What follows belongs to an exercise in optimizing a design on an open flow for small area, a short achievable clock period and few clock cycles; a production flow would make more cautious choices.
RTL that was checked went through simulation tests only; none was proved equivalent to the original.
No activity file was given, so power comes from the tool's default toggle rates.

Design deadlock_detection_safety_check, start of the top module:
module deadlock_detection_safety_check #(
   parameter int NPROC = dds_pkg::NPROC_DEF,
   parameter int NRES  = dds_pkg::NRES_DEF
) (
   input  logic                         clock,
   input  logic                         reset,
   input  logic                         req_valid,
   output logic                         req_ready,
   input  logic [dds_pkg::ACTION_W-1:0] req_action,
   input  logic [dds_pkg::PIDX_W-1:0]   req_process_index,
   input  logic [dds_pkg::RIDX_W-1:0]   req_resource_index,
   input  logic [dds_pkg::UNITS_W-1:0]  req_held_units,
   input  logic [dds_pkg::UNITS_W-1:0]  req_max_units,
   input  logic [dds_pkg::UNITS_W-1:0]  req_free_units,
   output logic                         rsp_valid,
   input  logic                         rsp_ready,
   output logic                         rsp_deadlocked,
   output logic [dds_pkg::MASK_W-1:0]   rsp_blocked_mask,
   output logic [dds_pkg::COUNT_W-1:0]  rsp_finished_count
);
   localparam int UW = dds_pkg::UNITS_W;
   logic                         in_v_ff;
   logic [dds_pkg::ACTION_W-1:0] in_act_ff;
   logic [dds_pkg::PIDX_W-1:0]   in_p_ff;
   logic [dds_pkg::RIDX_W-1:0]   in_r_ff;
   logic [UW-1:0]                in_a_ff;    
   logic [UW-1:0]                in_b_ff;    
   logic                         pv_ff;
   logic [dds_pkg::PIDX_W-1:0]   pp_ff;
   logic [dds_pkg::RIDX_W-1:0]   pr_ff;
   logic [UW-1:0]                pa_ff;
   logic [UW-1:0]                pb_ff;
   logic [UW-1:0] held_ff [NPROC][NRES];
  ...
Size: about 74 I/O pins, ~0.059 sq mm of cells after synthesis.
export LEC_CHECK = 0
export ABC_AREA = 1
export CAP_MARGIN = 20
export CORE_MARGIN = 2
export CORE_UTILIZATION = 40
export CTS_CLUSTER_DIAMETER = 60
export CTS_CLUSTER_SIZE = 30
export SETUP_SLACK_MARGIN = 2.5
export SLEW_MARGIN = 20
create_clock -name core_clock -period 5.0 [get_ports {clock}]
run.sh (not shown) runs the stock make flow with config.mk's settings and CLKGATE_MAP_FILE= SYNTH_SCRIPT=/design/flow/synth_recipe.tcl, a recipe that flattens the netlist after the stock synthesis.
Testbench counts at the start, summed over its fixed seeds: cycles 10,747.
Next try:
Settings changed: CORE_UTILIZATION 40 to 48, SETUP_SLACK_MARGIN 2.5 to 2.7.
What happened: Routed wire length increases by a few percent; cell area climbs slightly; combinational power goes up by a few percent.
Next try:
Settings changed: CORE_UTILIZATION 48 to 40.
Result: The changed run completed without violations. Wire length goes down by 5.2%. Synthesized cell count stays the same. Design area barely changes. Final cell count goes up by 3.2%. Hold slack improved by 0.017 ns. Area after synthesis stays the same. Sequential share of layout area goes up by 0.11 points. Core utilization goes down by 9.2 points. Global-route usage goes down by 5.7 points. Worst setup slack got worse by 0.053 ns. First-iteration DRC count goes down by 6.6%.

* * *

== the previous run ==
deadlock_detection_safety_check, a different RTL version from the one above (not shown whole).
Size: ~1200 flip-flops.
export LEC_CHECK = 0
export CAP_MARGIN = 20
export CORE_MARGIN = 2
export CORE_UTILIZATION = 40
export SETUP_SLACK_MARGIN = 1.5
export SLEW_MARGIN = 20
create_clock -name core_clock -period 5.0 [get_ports {clock}]
## Diff of input files: the current run against the previous run
Settings: clearing SETUP_SLACK_MARGIN, which used to be 1.5.
Results
In summary, the current run completed successfully, with a layout that passed the timing, design-rule and antenna checks.
Compare the previous run and the current run | number of setup buffers added after CTS lower: the current run
The current run: core occupancy in the finished layout lower than the previous run
Looking at hold slack, the current run sits 0.049 ns above the previous run.
Of the previous run and the current run, the lower worst setup slack belongs to the current run.
Going from the previous run to the current run, wire length per cell shrank by a few percent.
From the current run to the previous run, overall die width did not move at all.
Going from the previous run to the current run, part of the cycle the worst path needs rose by 14 points; number of non-filler instances in the completed layout shrank by 2.6%; fmax lower.
Of the previous run and the current run, the higher initial antenna violation count belongs to the previous run.
Cmp the current run vs the previous run: non-clock buffer count lower in the current run
No functional check of the RTL was part of any run of this note.

* * *

== before ==
deadlock_detection_safety_check, a different RTL version from the one above (not shown whole).
For scale: ~57000 um2 of cells after synthesis.
clock: 5.0 ns
lec_check: 0
abc_area: 1
cap_margin: 20
core_margin: 2
core_utilization: 40
cts_cluster_diameter: 60
cts_cluster_size: 30
setup_slack_margin: 2.9
slew_margin: 20
Testbench counts of before, summed over its fixed seeds: cycles 11,124.
Changes in after relative to before:
Settings: SETUP_SLACK_MARGIN changed from 2.9 to 2.7.
Findings:
On sequential group share of total power, before and after are neck and neck. Of before and after, the run reporting the lower data arrival time of the critical path was after. Going from before to after, routed length on met1 shrank by a few percent. The higher period utilization of before and after is in before. Compared with before, after shows a higher highest clock frequency the design can meet. Compared with before, in after overall routed net length lower; initial antenna violation count higher; relative area change from synthesis to final layout lower; complex-gate fraction of the synthesized area roughly the same. after against before: number of clock buffer instances in the layout grew by 5.9%, CTS buffer count grew by 8.5%.

* * *

== old ==
deadlock_detection_safety_check, a different RTL version from the one above (not shown whole).
Size: ~4000 cells after synthesis, roughly 1200 flip-flops, ~74 I/O pins, about 54000 µm² of cells after synthesis.
make LEC_CHECK=0 CAP_MARGIN=20 CORE_MARGIN=2 CORE_UTILIZATION=60 SETUP_SLACK_MARGIN=2.2 SLEW_MARGIN=20 finish   # period 5.0 ns
Testbench counts of old, summed over its fixed seeds: cycles 10,301.
## Diff of input files: new against old
- swapping 60 for 40 in CORE_UTILIZATION
## What came out
Compared with old, new shows a higher sum of internal, switching and leakage power.
Ratio of cells with drive above 1 in the final layout up 0.83 points in new wrt old
Re total detailed-routing wirelength: new is about 3% up on old.

-- static timing again, ports no longer ideal --
Ports are ideal in the flow. The routed layouts listed here were re-timed in OpenROAD.
Step 1 sets driving cells, clkbuf_16 on the clock port and buf_2 on the other inputs (assumed; they add their load-dependent delay and slew).
Step 2 times the ports against the registers' clock, not the clock port: input delays grow and output delays shrink by t, the midpoint of the rising clock arrivals with the driver on.
Slacks: no drivers / after step 1 / after step 2; pairs: no drivers / after step 1.
| run | shift t [ns] | setup WS [ns] | worst hold slack (ns) | clock arrival spread, ns | worst data-port slew with drivers (ns) |
|---|---|---|---|---|---|
| the first run of note 1 | 0.801 | 2.561 / 2.491 / 1.808 | 0.427 / 0.427 / 0.427 | 0.047 / 0.048 | 0.10 |
| the second run of note 1 | 0.788 | 2.701 / 2.674 / 1.943 | 0.421 / 0.421 / 0.421 | 0.043 / 0.043 | 0.10 |
| the third run of note 1 | 0.801 | 2.648 / 2.582 / 1.920 | 0.437 / 0.437 / 0.437 | 0.033 / 0.033 | 0.05 |
| the previous run | 0.828 | 1.477 / 1.477 / 0.977 | 0.571 / 0.571 / 0.571 | 0.033 / 0.033 | 0.05 |
| the current run | 0.812 | 0.775 / 0.775 / 0.628 | 0.620 / 0.620 / 0.620 | 0.029 / 0.029 | 0.06 |
| before | 0.786 | 2.618 / 2.618 / 1.998 | 0.424 / 0.424 / 0.424 | 0.057 / 0.057 | 0.06 |
| after | 0.817 | 2.665 / 2.601 / 1.952 | 0.430 / 0.430 / 0.430 | 0.042 / 0.042 | 0.16 |
| old | 0.819 | 1.589 / 1.589 / 1.079 | 0.475 / 0.475 / 0.475 | 0.041 / 0.041 | 0.07 |
| new | 0.822 | 1.722 / 1.722 / 1.203 | 0.473 / 0.473 / 0.473 | 0.040 / 0.040 | 0.07 |
After both steps setup and hold are still met in every run listed. For the second run of note 1, which loses most, drivers alone change the setup slack by -0.027 ns; drivers and shift together by -0.758 ns.
